From an optimization exercise on the open Yosys and OpenROAD flow, aimed at small area; shortcuts taken in it are not production practice.
Only simulation tests tie the RTL to the original design; equivalence was not proved.

==> job 5015 <==
// game_core
module game_core #(
    parameter int NUM_METEORS   = 5,
    parameter int FIRE_COOLDOWN = 30,
    parameter int INVINC_FRAMES = 60
) (
    input  logic                      clk,
    input  logic                      reset_n,
    input  logic                      frame_tick,
    input  logic                      btn_up,
    input  logic                      btn_down,
    input  logic                      btn_left,
    input  logic                      btn_right,
    input  logic                      btn_fire,
    input  logic                      btn_restart,
    input  logic [23*NUM_METEORS-1:0] meteors,
    output logic [9:0]                ship_x,
    output logic [9:0]                ship_y,
    output logic [1:0]                ship_facing,
    output logic [9:0]                bullet_x,
    output logic [9:0]                bullet_y,
    output logic                      bullet_active,
    output logic [NUM_METEORS-1:0]    meteor_alive,
    output logic [15:0]               score,
    output logic [2:0]                ship_hp,
    output logic                      game_over
);
    logic [4:0]  cooldown;
    logic [5:0]  invinc;
    logic [14:0] score_q;                  
    logic [2:0]  pend;                     
    logic [1:0]  hlost [NUM_METEORS];      
    logic [8:0]  ship_y_q, bullet_y_q;
    assign ship_y   = {1'b0, ship_y_q};
    assign bullet_y = {1'b0, bullet_y_q};
    assign game_over = ~|ship_hp;
    wire ft      = frame_tick;
    wire play    = ft & ~game_over;
    wire restart = ft & game_over & btn_restart;
  ...
clock: 10.0 ns
lec_check: 0
cap_margin: 20
core_margin: 2
core_utilization: 60
cts_buf_list: sky130_fd_sc_hd__clkbuf_4 sky130_fd_sc_hd__clkbuf_8
cts_cluster_size: 30
slew_margin: 20
synth_hierarchical: 1
synth_minimum_keep_size: 0
standard.sh (not shown) runs the stock make flow with config.mk's settings and CLKGATE_MAP_FILE= SYNTH_SCRIPT=/design/flow/synth_recipe.tcl, a recipe that flattens the netlist after the stock synthesis.
==> flow/flow/run.sh <==
#!/bin/bash
# The standard layout (standard.sh, standard synthesis unchanged) with three changes:
# the port buffers use the smallest buffer cell; after floorplanning every
# combinational cell starts at its smallest size (later repair steps upsize as needed);
# the clock tree uses no dummy loads and larger sink clusters.
export BUFFER_PORTS_ARGS="-buffer_cell sky130_fd_sc_hd__buf_1"
export POST_FLOORPLAN_TCL="$PWD/flow/downsize.tcl"
export CTS_ARGS="-sink_clustering_enable -repair_clock_nets -dont_use_dummy_load -buf_list sky130_fd_sc_hd__clkbuf_8 -sink_clustering_size 30"
bash standard.sh > standard.log 2>&1
Other scripts of this flow, unchanged in this note and not shown: flow/flow/downsize.tcl
==> job 6851: changes against job 5015 <==
--- a/flow/design.v
+++ b/flow/design.v
@@ -73,64 +73,63 @@
     output logic s,
     output logic co
 );
     assign s  = a ^ b;
     assign co = a & b;
 endmodule
-module gc_maj (
-    input  logic a,
-    input  logic b,
-    input  logic c,
-    output logic y
-);
-    assign y = (a & b) | (c & (a | b));
-endmodule
 module gc_near #(
     parameter bit SHIP = 1'b0
 ) (
     input  logic [9:0] nrx,       
     input  logic [9:0] nry,       
     input  logic [9:0] mx,
     input  logic [9:0] my,
-    input  logic [2:0] kr,
+    input  logic [2:0] k,         
     output logic       near
 );
     logic [9:0]  ex, ey;          
     logic [10:0] cx, cy;
     assign cx[0] = 1'b0;
     assign cy[0] = 1'b0;
     gc_ha hx0 (.a(mx[0]), .b(nrx[0]), .s(ex[0]), .co(cx[1]));
     gc_ha hy0 (.a(my[0]), .b(nry[0]), .s(ey[0]), .co(cy[1]));
     for (genvar j = 1; j < 10; j++) begin : g_sub
         gc_fa fx (.a(mx[j]), .b(nrx[j]), .ci(cx[j]), .s(ex[j]), .co(cx[j+1]));
-    end
-    for (genvar j = 1; j < 9; j++) begin : g_suby
         gc_fa fy (.a(my[j]), .b(nry[j]), .ci(cy[j]), .s(ey[j]), .co(cy[j+1]));
     end
-    assign ey[9]  = 1'b0;       
-    assign cy[10] = 1'b0;       
     wire okx = (ex[9:5] == 5'h1f & ~cx[10]) | (ex[9:5] == 5'h00 & cx[10]);
-    wire oky = ((ey[8:5] == 4'h0) & (my[9] ^ cy[9])) | ((ey[8:5] == 4'hf) & ~(my[9] | cy[9]));
+    wire oky = (ey[9:5] == 5'h1f & ~cy[10]) | (ey[9:5] == 5'h00 & cy[10]);
     wire       sx = ex[5];
     wire       sy = ey[5];
-    wire [4:0] nax = ~(ex[4:0] ^ {5{sx}});
-    wire [4:0] nay = ~(ey[4:0] ^ {5{sy}});
-    logic [5:0] nt;
+    wire [4:0] ax = ex[4:0] ^ {5{sx}};
+    wire [4:0] ay = ey[4:0] ^ {5{sy}};
+    logic [5:0] t;
     logic [5:0] ct;
-    assign ct[0] = sx;
+    assign ct[0] = ~sx;
     for (genvar j = 0; j < 5; j++) begin : g_sum
-        gc_fa ft (.a(nax[j]), .b(nay[j]), .ci(ct[j]), .s(nt[j]), .co(ct[j+1]));
+        gc_fa ft (.a(ax[j]), .b(ay[j]), .ci(ct[j]), .s(t[j]), .co(ct[j+1]));
     end
-    assign nt[5] = ct[5];
-    logic [5:0] cc;
-    assign cc[1] = nt[0] & sy;
-    assign cc[2] = SHIP ? (nt[1] | cc[1]) : (nt[1] & cc[1]);
-    for (genvar j = 2; j < 5; j++) begin : g_cmp
-        gc_maj mj (.a(kr[j-2]), .b(nt[j]), .c(cc[j]), .y(cc[j+1]));
+    assign t[5] = ct[5];
+    logic [5:0] thr;
+    always_comb begin
+        case (k)
+            3'd0:    thr = SHIP ? 6'd13 : 6'd3;
+            3'd1:    thr = SHIP ? 6'd17 : 6'd7;
+            3'd2:    thr = SHIP ? 6'd21 : 6'd11;
+            3'd3:    thr = SHIP ? 6'd25 : 6'd15;
+            default: thr = SHIP ? 6'd29 : 6'd19;
+        endcase
+        thr = thr + {5'd0, sy};
+    end
+    logic le;
+    always_comb begin
+        le = 1'b1;
+        for (int j = 0; j < 6; j++)
+            le = (t[j] == thr[j]) ? le : thr[j];
     end
-    assign near = okx & oky & nt[5] & cc[5];
+    assign near = okx & oky & le;
 endmodule
 `default_nettype wire
 `timescale 1ns/100ps
 `default_nettype none
 module game_core #(
     parameter int NUM_METEORS   = 5,
@@ -160,15 +159,12 @@
 );
     logic [4:0]  cooldown;
     logic [5:0]  invinc;
     logic [14:0] score_q;                  
     logic [2:0]  pend;                     
     logic [1:0]  hlost [NUM_METEORS];      
-    logic [8:0]  ship_y_q, bullet_y_q;
-    assign ship_y   = {1'b0, ship_y_q};
-    assign bullet_y = {1'b0, bullet_y_q};
     assign game_over = ~|ship_hp;
     wire ft      = frame_tick;
     wire play    = ft & ~game_over;
     wire restart = ft & game_over & btn_restart;
     wire [4:0] w = {pend[2], pend[1] | (pend[2] & pend[0]), pend[2] ^ pend[0],
                     pend[1], pend[0]};        
@@ -190,18 +186,17 @@
     logic [NUM_METEORS-1:0] alive, hit_vec, contact_vec, hit_sel, last_hp;
     logic [2:0] pts [NUM_METEORS];
     for (genvar i = 0; i < NUM_METEORS; i++) begin : g_m
         wire [9:0] mx = meteors[23*i+13 +: 10];
         wire [9:0] my = meteors[23*i+3  +: 10];
         wire [2:0] sz = meteors[23*i    +: 3];
-        wire [2:0] kb = {sz[2] | (sz[1] & sz[0]), ~sz[2] & (sz[1] ^ sz[0]), sz[2] | ~sz[0]};
-        wire [2:0] ks = {|sz, sz[2] | ~(sz[1] ^ sz[0]), sz[2] | ~sz[0]};
+        wire [2:0] k  = sz[2] ? 3'd4 : sz;
         logic nb, ns;
-        gc_near #(.SHIP(1'b0)) u_b (.nrx(nbx), .nry(nby), .mx(mx), .my(my), .kr(kb), .near(nb));
-        gc_near #(.SHIP(1'b1)) u_s (.nrx(nsx), .nry(nsy), .mx(mx), .my(my), .kr(ks), .near(ns));
-        assign pts[i]         = kb;
+        gc_near #(.SHIP(1'b0)) u_b (.nrx(nbx), .nry(nby), .mx(mx), .my(my), .k(k), .near(nb));
+        gc_near #(.SHIP(1'b1)) u_s (.nrx(nsx), .nry(nsy), .mx(mx), .my(my), .k(k), .near(ns));
+        assign pts[i]         = sz[2] ? 3'd5 : {sz[1] & sz[0], sz[1] ^ sz[0], ~sz[0]};
         assign alive[i]       = ~(hlost[i][1] & hlost[i][0]);
         assign last_hp[i]     = hlost[i][1] & ~hlost[i][0];
         assign hit_vec[i]     = bullet_active & alive[i] & nb;
         assign contact_vec[i] = alive[i] & ns;
         wire e = play & hit_sel[i];
         always_ff @(posedge clk or negedge reset_n) begin
@@ -305,29 +300,29 @@
         d_hp[1] = ~restart & (ship_hp[1] ^ (take_hit & ~ship_hp[0]));
         d_hp[2] = restart | (ship_hp[2] ^ (take_hit & ~ship_hp[0] & ~ship_hp[1]));
     end
     always_ff @(posedge clk or negedge reset_n) begin
         if (!reset_n) begin
             ship_x        <= 10'd320;
-            ship_y_q      <= 9'd240;
+            ship_y        <= 10'd240;
             ship_facing   <= 2'd0;
             bullet_x      <= '0;
-            bullet_y_q    <= '0;
+            bullet_y      <= '0;
             bullet_active <= 1'b0;
             cooldown      <= '0;
             invinc        <= '0;
             ship_hp       <= 3'd4;
             score_q       <= '0;
             pend          <= '0;
         end else begin
             ship_x        <= d_x;
-            ship_y_q      <= d_y[8:0];
+            ship_y        <= d_y;
             ship_facing   <= restart ? 2'd0 :
                              (play & move) ? {down | left, right | left} : ship_facing;
             bullet_x      <= d_bx;
-            bullet_y_q    <= d_by[8:0];
+            bullet_y      <= d_by;
             bullet_active <= launch | (keep_by & bullet_active) | (fly_gt & ~bullet_hit);
             cooldown      <= {5{~restart}} & (cd_inc | {3'b000, launch, 1'b0});
             invinc        <= {6{~restart}} & (iv_inc | {3'b000, take_hit, 2'b00});
             ship_hp       <= d_hp;
             score_q       <= {15{~restart}} & score_h;
             pend          <= {3{play}} & award;
==> flow/flow/run.sh (replaced) <==
#!/bin/bash
# The standard layout (standard.sh, standard synthesis unchanged) with two changes:
# the port buffers use the smallest buffer cell, and after floorplanning every
# combinational cell starts at its smallest size (later repair steps upsize as needed).
export BUFFER_PORTS_ARGS="-buffer_cell sky130_fd_sc_hd__buf_1"
export POST_FLOORPLAN_TCL="$PWD/flow/downsize.tcl"
bash standard.sh > standard.log 2>&1
CORE_UTILIZATION = 40   (was 60)
CTS_BUF_LIST = sky130_fd_sc_hd__clkbuf_8   (was sky130_fd_sc_hd__clkbuf_4 sky130_fd_sc_hd__clkbuf_8)
CTS_CLUSTER_SIZE = default   (was 30)
==> job 1367: changes against job 5015 <==
--- a/flow/design.v
+++ b/flow/design.v
@@ -54,12 +54,57 @@
         endcase
     endfunction
 endpackage
 `default_nettype wire
 `timescale 1ns/100ps
 `default_nettype none
+module gc_axis #(
+    parameter int         W     = 10,
+    parameter logic [7:0] HI    = 8'd0,
+    parameter logic [9:0] START = 10'd0
+) (
+    input  logic [W-1:0] c,
+    input  logic         inc,
+    input  logic         dec,
+    input  logic         restart,
+    output logic [W-1:0] d
+);
+    logic [9:0] cc;
+    assign cc = 10'(c);
+    wire hi  = ((cc[9:2] & HI) == HI) & (c[1] | c[0]);
+    wire lo  = ~|cc[9:2] & ~(c[1] & c[0]);
+    wire set = inc & hi;
+    wire clr = dec & lo;
+    logic [W:1] p;
+    assign p[1] = (inc & ~hi) | (dec & ~lo);
+    assign p[2] = p[1] & (c[1] ^ dec);
+    for (genvar j = 2; j < W; j++) begin : g_bit
+        gc_axis_bit #(.S(START[j])) u (.c(c[j]), .p(p[j]), .dec(dec), .restart(restart),
+                                       .d(d[j]), .pn(p[j+1]));
+    end
+    wire n1 = set | (~clr & (c[1] ^ p[1]));
+    wire n0 = set | (~clr & c[0]);
+    assign d[1] = restart ? START[1] : n1;
+    assign d[0] = restart ? START[0] : n0;
+endmodule
+module gc_axis_bit #(
+    parameter bit S = 1'b0
+) (
+    input  logic c,
+    input  logic p,
+    input  logic dec,
+    input  logic restart,
+    output logic d,
+    output logic pn
+);
+    assign d  = restart ? S : (c ^ p);
+    assign pn = p & (c ^ dec);
+endmodule
+`default_nettype wire
+`timescale 1ns/100ps
+`default_nettype none
 module gc_fa (
     input  logic a,
     input  logic b,
     input  logic ci,
     output logic s,
     output logic co
@@ -231,36 +276,18 @@
     end
     wire up    = btn_up;
     wire down  = ~btn_up & btn_down;
     wire right = ~btn_up & ~btn_down & btn_right;
     wire left  = ~btn_up & ~btn_down & ~btn_right & btn_left;
     wire move  = btn_up | btn_down | btn_right | btn_left;
-    wire x_hi = ship_x[9] & (&ship_x[6:2]) & (ship_x[1] | ship_x[0]);            
-    wire y_hi = (&ship_y[8:6]) & (&ship_y[4:2]) & (ship_y[1] | ship_y[0]);       
-    wire x_lo = ~|ship_x[9:2] & ~(ship_x[1] & ship_x[0]);                        
-    wire y_lo = ~|ship_y[9:2] & ~(ship_y[1] & ship_y[0]);                        
-    wire x_set = play & right & x_hi;
-    wire x_clr = play & left  & x_lo;
-    wire y_set = play & down  & y_hi;
-    wire y_clr = play & up    & y_lo;
-    logic [9:0] nx, ny;
-    always_comb begin
-        logic px, py;
-        px = play & ((right & ~x_hi) | (left & ~x_lo));
-        py = play & ((down  & ~y_hi) | (up   & ~y_lo));
-        for (int j = 1; j < 10; j++) begin
-            nx[j] = ship_x[j] ^ px;
-            ny[j] = ship_y[j] ^ py;
-            px    = px & (ship_x[j] ^ left);
-            py    = py & (ship_y[j] ^ up);
-        end
-        nx[0] = x_set | (~x_clr & ship_x[0]);
-        ny[0] = y_set | (~y_clr & ship_y[0]);
-        nx[1] = x_set | (~x_clr & nx[1]);
-        ny[1] = y_set | (~y_clr & ny[1]);
-    end
+    logic [9:0] nx;
+    logic [8:0] ny;
+    gc_axis #(.W(10), .HI(8'b10011111), .START(10'd320)) u_ax (
+        .c(ship_x), .inc(play & right), .dec(play & left), .restart(restart), .d(nx));
+    gc_axis #(.W(9), .HI(8'b01110111), .START(10'd240)) u_ay (
+        .c(ship_y[8:0]), .inc(play & down), .dec(play & up), .restart(restart), .d(ny));
     wire cd_zero  = ~|cooldown;
     wire iv_zero  = ~|invinc;
     wire launch   = play & btn_fire & ~bullet_active & cd_zero;
     wire fly      = play & bullet_active;
     wire take_hit = play & contact & iv_zero;
     logic [9:0] by_sub;
@@ -294,14 +321,14 @@
     wire keep_b  = ~launch & ~restart;
     wire keep_by = keep_b & ~fly;
     wire fly_gt  = fly & by_gt;
     logic [9:0] d_x, d_y, d_bx, d_by;
     logic [2:0] d_hp;
     always_comb begin
-        d_x  = restart ? 10'd320 : nx;
-        d_y  = restart ? 10'd240 : ny;
+        d_x  = nx;
+        d_y  = {1'b0, ny};
         d_bx = ({10{launch}} & ship_x) | ({10{keep_b}} & bullet_x);
         d_by = ({10{launch}} & ship_y) | ({10{keep_by}} & bullet_y) | ({10{fly_gt}} & by_sub);
         d_hp[0] = ~restart & (ship_hp[0] ^ take_hit);
         d_hp[1] = ~restart & (ship_hp[1] ^ (take_hit & ~ship_hp[0]));
         d_hp[2] = restart | (ship_hp[2] ^ (take_hit & ~ship_hp[0] & ~ship_hp[1]));
     end
==> job 5662: changes against job 5015 <==
--- a/flow/design.v
+++ b/flow/design.v
@@ -99,20 +99,16 @@
     assign cx[0] = 1'b0;
     assign cy[0] = 1'b0;
     gc_ha hx0 (.a(mx[0]), .b(nrx[0]), .s(ex[0]), .co(cx[1]));
     gc_ha hy0 (.a(my[0]), .b(nry[0]), .s(ey[0]), .co(cy[1]));
     for (genvar j = 1; j < 10; j++) begin : g_sub
         gc_fa fx (.a(mx[j]), .b(nrx[j]), .ci(cx[j]), .s(ex[j]), .co(cx[j+1]));
-    end
-    for (genvar j = 1; j < 9; j++) begin : g_suby
         gc_fa fy (.a(my[j]), .b(nry[j]), .ci(cy[j]), .s(ey[j]), .co(cy[j+1]));
     end
-    assign ey[9]  = 1'b0;       
-    assign cy[10] = 1'b0;       
     wire okx = (ex[9:5] == 5'h1f & ~cx[10]) | (ex[9:5] == 5'h00 & cx[10]);
-    wire oky = ((ey[8:5] == 4'h0) & (my[9] ^ cy[9])) | ((ey[8:5] == 4'hf) & ~(my[9] | cy[9]));
+    wire oky = (ey[9:5] == 5'h1f & ~cy[10]) | (ey[9:5] == 5'h00 & cy[10]);
     wire       sx = ex[5];
     wire       sy = ey[5];
     wire [4:0] nax = ~(ex[4:0] ^ {5{sx}});
     wire [4:0] nay = ~(ey[4:0] ^ {5{sy}});
     logic [5:0] nt;
     logic [5:0] ct;
@@ -160,15 +156,12 @@
 );
     logic [4:0]  cooldown;
     logic [5:0]  invinc;
     logic [14:0] score_q;                  
     logic [2:0]  pend;                     
     logic [1:0]  hlost [NUM_METEORS];      
-    logic [8:0]  ship_y_q, bullet_y_q;
-    assign ship_y   = {1'b0, ship_y_q};
-    assign bullet_y = {1'b0, bullet_y_q};
     assign game_over = ~|ship_hp;
     wire ft      = frame_tick;
     wire play    = ft & ~game_over;
     wire restart = ft & game_over & btn_restart;
     wire [4:0] w = {pend[2], pend[1] | (pend[2] & pend[0]), pend[2] ^ pend[0],
                     pend[1], pend[0]};        
@@ -305,29 +298,29 @@
         d_hp[1] = ~restart & (ship_hp[1] ^ (take_hit & ~ship_hp[0]));
         d_hp[2] = restart | (ship_hp[2] ^ (take_hit & ~ship_hp[0] & ~ship_hp[1]));
     end
     always_ff @(posedge clk or negedge reset_n) begin
         if (!reset_n) begin
             ship_x        <= 10'd320;
-            ship_y_q      <= 9'd240;
+            ship_y        <= 10'd240;
             ship_facing   <= 2'd0;
             bullet_x      <= '0;
-            bullet_y_q    <= '0;
+            bullet_y      <= '0;
             bullet_active <= 1'b0;
             cooldown      <= '0;
             invinc        <= '0;
             ship_hp       <= 3'd4;
             score_q       <= '0;
             pend          <= '0;
         end else begin
             ship_x        <= d_x;
-            ship_y_q      <= d_y[8:0];
+            ship_y        <= d_y;
             ship_facing   <= restart ? 2'd0 :
                              (play & move) ? {down | left, right | left} : ship_facing;
             bullet_x      <= d_bx;
-            bullet_y_q    <= d_by[8:0];
+            bullet_y      <= d_by;
             bullet_active <= launch | (keep_by & bullet_active) | (fly_gt & ~bullet_hit);
             cooldown      <= {5{~restart}} & (cd_inc | {3'b000, launch, 1'b0});
             invinc        <= {6{~restart}} & (iv_inc | {3'b000, take_hit, 2'b00});
             ship_hp       <= d_hp;
             score_q       <= {15{~restart}} & score_h;
             pend          <= {3{play}} & award;
==> flow_summary.json <==
{
  "status": "complete, no violations",
  "finClkSkew_ps": 48.5,
  "vias": 8317,
  "grt_pass1_vias": 8456
}
[end of results for job 1367]
==> flow_summary.json <==
{
  "status": "complete, no violations",
  "finClkSkew_ps": 29.9,
  "synth.avg_cell_area_um2": 11.7,
  "vias": 8612,
  "die_h_um": 147,
  "num_io_pins": 192,
  "start_util_pct": 60.8,
  "grt_pass1_vias": 9144
}
[end of results for job 5662]
==> flow_summary.json <==
{
  "finClkSkew_ps": 31.9,
  "status": "complete, no violations",
  "grt_pass1_vias": 9082,
  "signal_buffers": 194,
  "vias": 8776,
  "hold_path_class": "register to register"
}
[end of results for job 5015]
==> flow_summary.json <==
{
  "multi_input_area_share_pct": 70.9,
  "finClkSkew_ps": 16.3,
  "r2r-start": "ship_x[1]",
  "instances_no_fill": 1681,
  "status": "complete, no violations",
  "vias": 9360,
  "grt_pass1_vias": 9972
}
[end of results for job 6851]

==> separate check: timing with driven ports <==
In the flow no input, the clock included, has a driving cell. The finished layouts below were timed again as built, in two steps. Step 1, drivers: a clkbuf_16 drives clk and a buf_2 each remaining input, both assumed. Step 2, shift: input delay + t, output delay - t, t = (earliest + latest rising clock arrival at the registers) / 2. This alone moves slack from input paths to output paths. Slacks: no drivers / after step 1 / after step 2; pairs: no drivers / after step 1.
run | t (ns) | setup slack, ns | hold WS [ns] | latest minus earliest clock arrival (ns) | worst data-port slew with drivers (ns)
job 5015 | 0.381 | 1.337 / 1.352 / 0.971 | 0.520 / 0.520 / 0.520 | 0.032 / 0.032 | 0.04
job 6851 | 0.400 | 1.004 / 1.019 / 0.618 | 0.523 / 0.523 / 0.523 | 0.016 / 0.017 | 0.08
job 1367 | 0.417 | 1.256 / 1.279 / 0.861 | 0.528 / 0.528 / 0.528 | 0.049 / 0.049 | 0.07
job 5662 | 0.411 | 1.341 / 1.359 / 0.948 | 0.521 / 0.521 / 0.521 | 0.032 / 0.032 | 0.09
After both steps every run listed still meets setup and hold. The setup slack of job 1367, which loses most, moves by +0.023 ns with the drivers and by -0.395 ns with both steps.
